This is an optimization exercise on Yosys and OpenROAD, whose aim is small area and few clock cycles, not a production implementation. Function was checked by simulation only, so behaviour that the tests miss may differ from the original.

Design phase_to_complex_transmission, start of the top module:
module phase_to_complex_transmission #(
   parameter int unsigned CORDIC_STAGES = 18
) (
   input  logic                                 clock,
   input  logic                                 reset,
   input  logic                                 req_valid,
   output logic                                 req_ready,
   input  logic signed [ptc_pkg::SAMPLE_W-1:0]  req_sample,
   input  logic                                 req_last,
   output logic                                 rsp_valid,
   input  logic                                 rsp_ready,
   output logic signed [ptc_pkg::OUT_W-1:0]     rsp_real,
   output logic signed [ptc_pkg::OUT_W-1:0]     rsp_imag,
   output logic                                 rsp_last,
   input  logic                                 csr_valid,
   output logic                                 csr_ready,
   input  logic [ptc_pkg::CSR_INDEX_W-1:0]      csr_index,
   input  logic [ptc_pkg::CSR_DATA_W-1:0]       csr_wdata
);
   function automatic logic signed [23:0] sat_out(input logic signed [55:0] v);
      if (v > 56'sd8388607) begin
         sat_out = 24'sh7FFFFF;
      end else if (v < -56'sd8388608) begin
         sat_out = 24'sh800000;
      end else begin
         sat_out = v[23:0];
      end
   endfunction
   logic [SCALE_W-1:0] phase_scale_ff;
   logic               weak_mode_ff;
   logic               advance;
   logic               accept;
   logic               out_valid;
   assign csr_ready = 1'b1;
   always_ff @(posedge clock) begin
      if (reset) begin
         phase_scale_ff <= PHASE_SCALE_RESET;
         weak_mode_ff   <= 1'b0;
      end else if (csr_valid) begin
         case (csr_index)
            CSR_PHASE_SCALE: phase_scale_ff <= csr_wdata;
            CSR_WEAK_MODE:   weak_mode_ff   <= csr_wdata[0];
            default: ;
         endcase
      end
   end
   assign advance   = !out_valid || rsp_ready;
   assign req_ready = advance;
  ...
Size: roughly 15000 cells after synthesis, about 570 flip-flops, roughly 120 I/O pins.
clock: 12.0 ns
lec_check: 0
abc_area: 1
cap_margin: 5
core_margin: 2
core_utilization: 55
gpl_timing_driven: 0
place_density: 0.75
slew_margin: 5
run.sh (not shown) runs the stock make flow with config.mk's settings and CLKGATE_MAP_FILE= SYNTH_SCRIPT=/design/flow/synth_recipe.tcl, a recipe that flattens the netlist after the stock synthesis.
The starting point completed and failed the layout checks on max-capacitance violations, max-slew violations.
Testbench counts at the start, summed over its fixed seeds: cycles 8,072.
Next try:
--- a/flow/config.mk
+++ b/flow/config.mk
@@ -7,8 +7,7 @@
 export LEC_CHECK = 0
 export ABC_AREA = 1
-export CAP_MARGIN = 5
+export CAP_MARGIN = 20
 export CORE_MARGIN = 2
-export CORE_UTILIZATION = 55
-export GPL_TIMING_DRIVEN = 0
-export PLACE_DENSITY = 0.75
-export SLEW_MARGIN = 5
+export CORE_UTILIZATION = 40
+export PLACE_DENSITY = 0.6
+export SLEW_MARGIN = 20
=> The changed run completed without violations; design area came out higher by about 0.7%; critical path depth climbs by 25; fmax came out higher by 4.3%; non-clock buffer count shrinks by 266; worst hold slack is about the same; via count shrinks by about 4.5%; first-iteration DRC count shrinks by 29%; worst setup slack gains 470 ps; clock skew goes up by 25 ps.

* * *

umber:
phase_to_complex_transmission again, from the RTL that the note above started with.
export LEC_CHECK = 0
export CAP_MARGIN = 20
export CORE_MARGIN = 2
export CORE_UTILIZATION = 40
export PLACE_DENSITY = 0.6
export SLEW_MARGIN = 20
create_clock -name core_clock -period 12.0 [get_ports {clock}]
umber closes out successfully: all stages finished, all timing, DRC and antenna checks passed.
Testbench counts of umber, summed over its fixed seeds: cycles 8,072.
The following lists how onyx was set up differently from umber:
# umber
export LEC_CHECK = 0
export CAP_MARGIN = 20
export CORE_MARGIN = 2
export CORE_UTILIZATION = 40
export PLACE_DENSITY = 0.6
export SLEW_MARGIN = 20
create_clock -name core_clock -period 12.0 [get_ports {clock}]
# onyx
export LEC_CHECK = 0
export ABC_AREA = 1
export ABC_CLOCK_PERIOD_IN_PS = 16000
export CAP_MARGIN = 20
export CORE_MARGIN = 2
export CORE_UTILIZATION = 40
export PLACE_DENSITY = 0.6
export SLEW_MARGIN = 20
create_clock -name core_clock -period 12.0 [get_ports {clock}]
## What came out
Diff umber -> onyx: length of routed wiring on met1 -9000 um; wire length stayed essentially flat. onyx vs. umber: net count after synthesis up 423; minimum clock period after layout down 0.49 ns; HPWL reported at the end of detailed placement up about 2%; cell area down about 5%. onyx: non-clock buffer count lower than umber.
Relative to onyx, the following input files were edited for tundra:
# onyx
export LEC_CHECK = 0
export ABC_AREA = 1
export ABC_CLOCK_PERIOD_IN_PS = 16000
export CAP_MARGIN = 20
export CORE_MARGIN = 2
export CORE_UTILIZATION = 40
export PLACE_DENSITY = 0.6
export SLEW_MARGIN = 20
create_clock -name core_clock -period 12.0 [get_ports {clock}]
# tundra
export LEC_CHECK = 0
export ABC_AREA = 1
export CAP_MARGIN = 20
export CORE_MARGIN = 2
export CORE_UTILIZATION = 40
export GPL_TIMING_DRIVEN = 0
export PLACE_DENSITY = 0.6
export SLEW_MARGIN = 20
create_clock -name core_clock -period 12.0 [get_ports {clock}]
[summary]
Compare onyx and tundra | wire length of the first global-routing pass lower: onyx
Against onyx, tundra comes in 0.60 points higher on data-path buffer share of cell area in the final layout.
Amount of wire on met2 after detailed routing is lower on onyx

==> re-timing with driven ports <==
Ports are ideal in the flow. The routed layouts listed here were re-timed in OpenROAD.
Step 1 (the two cells are an assumption about what drives the block):
set clk [get_ports {clock}]
set_driving_cell -lib_cell sky130_fd_sc_hd__clkbuf_16 $clk
set_driving_cell -lib_cell sky130_fd_sc_hd__buf_2 [delete_from_list [all_inputs] $clk]
Step 2 times the ports against the registers' clock, not the clock port: input delays grow and output delays shrink by t, the midpoint of the rising clock arrivals with the driver on.
Three values: ideal, step 1, step 2; two values: the first two.
| run | t, ns | setup slack, ns | clock arrival spread, ns | pins driven straight from the clock port |
|---|---|---|---|---|
| the first run of note 1 | 0.815 | 0.625 / 0.694 / -0.121 | 0.042 / 0.042 | 1 |
| the second run of note 1 | 0.813 | 1.096 / 1.096 / 1.096 | 0.068 / 0.068 | 1 |
| umber | 0.899 | 0.604 / 0.604 / 0.604 | 0.078 / 0.077 | 1 |
| onyx | 0.813 | 1.096 / 1.096 / 1.096 | 0.068 / 0.068 | 1 |
| tundra | 0.803 | 0.874 / 0.874 / 0.542 | 0.065 / 0.065 | 1 |
The setup slack of the first run of note 1, which loses most, moves by +0.069 ns with the drivers and by -0.746 ns with both steps.
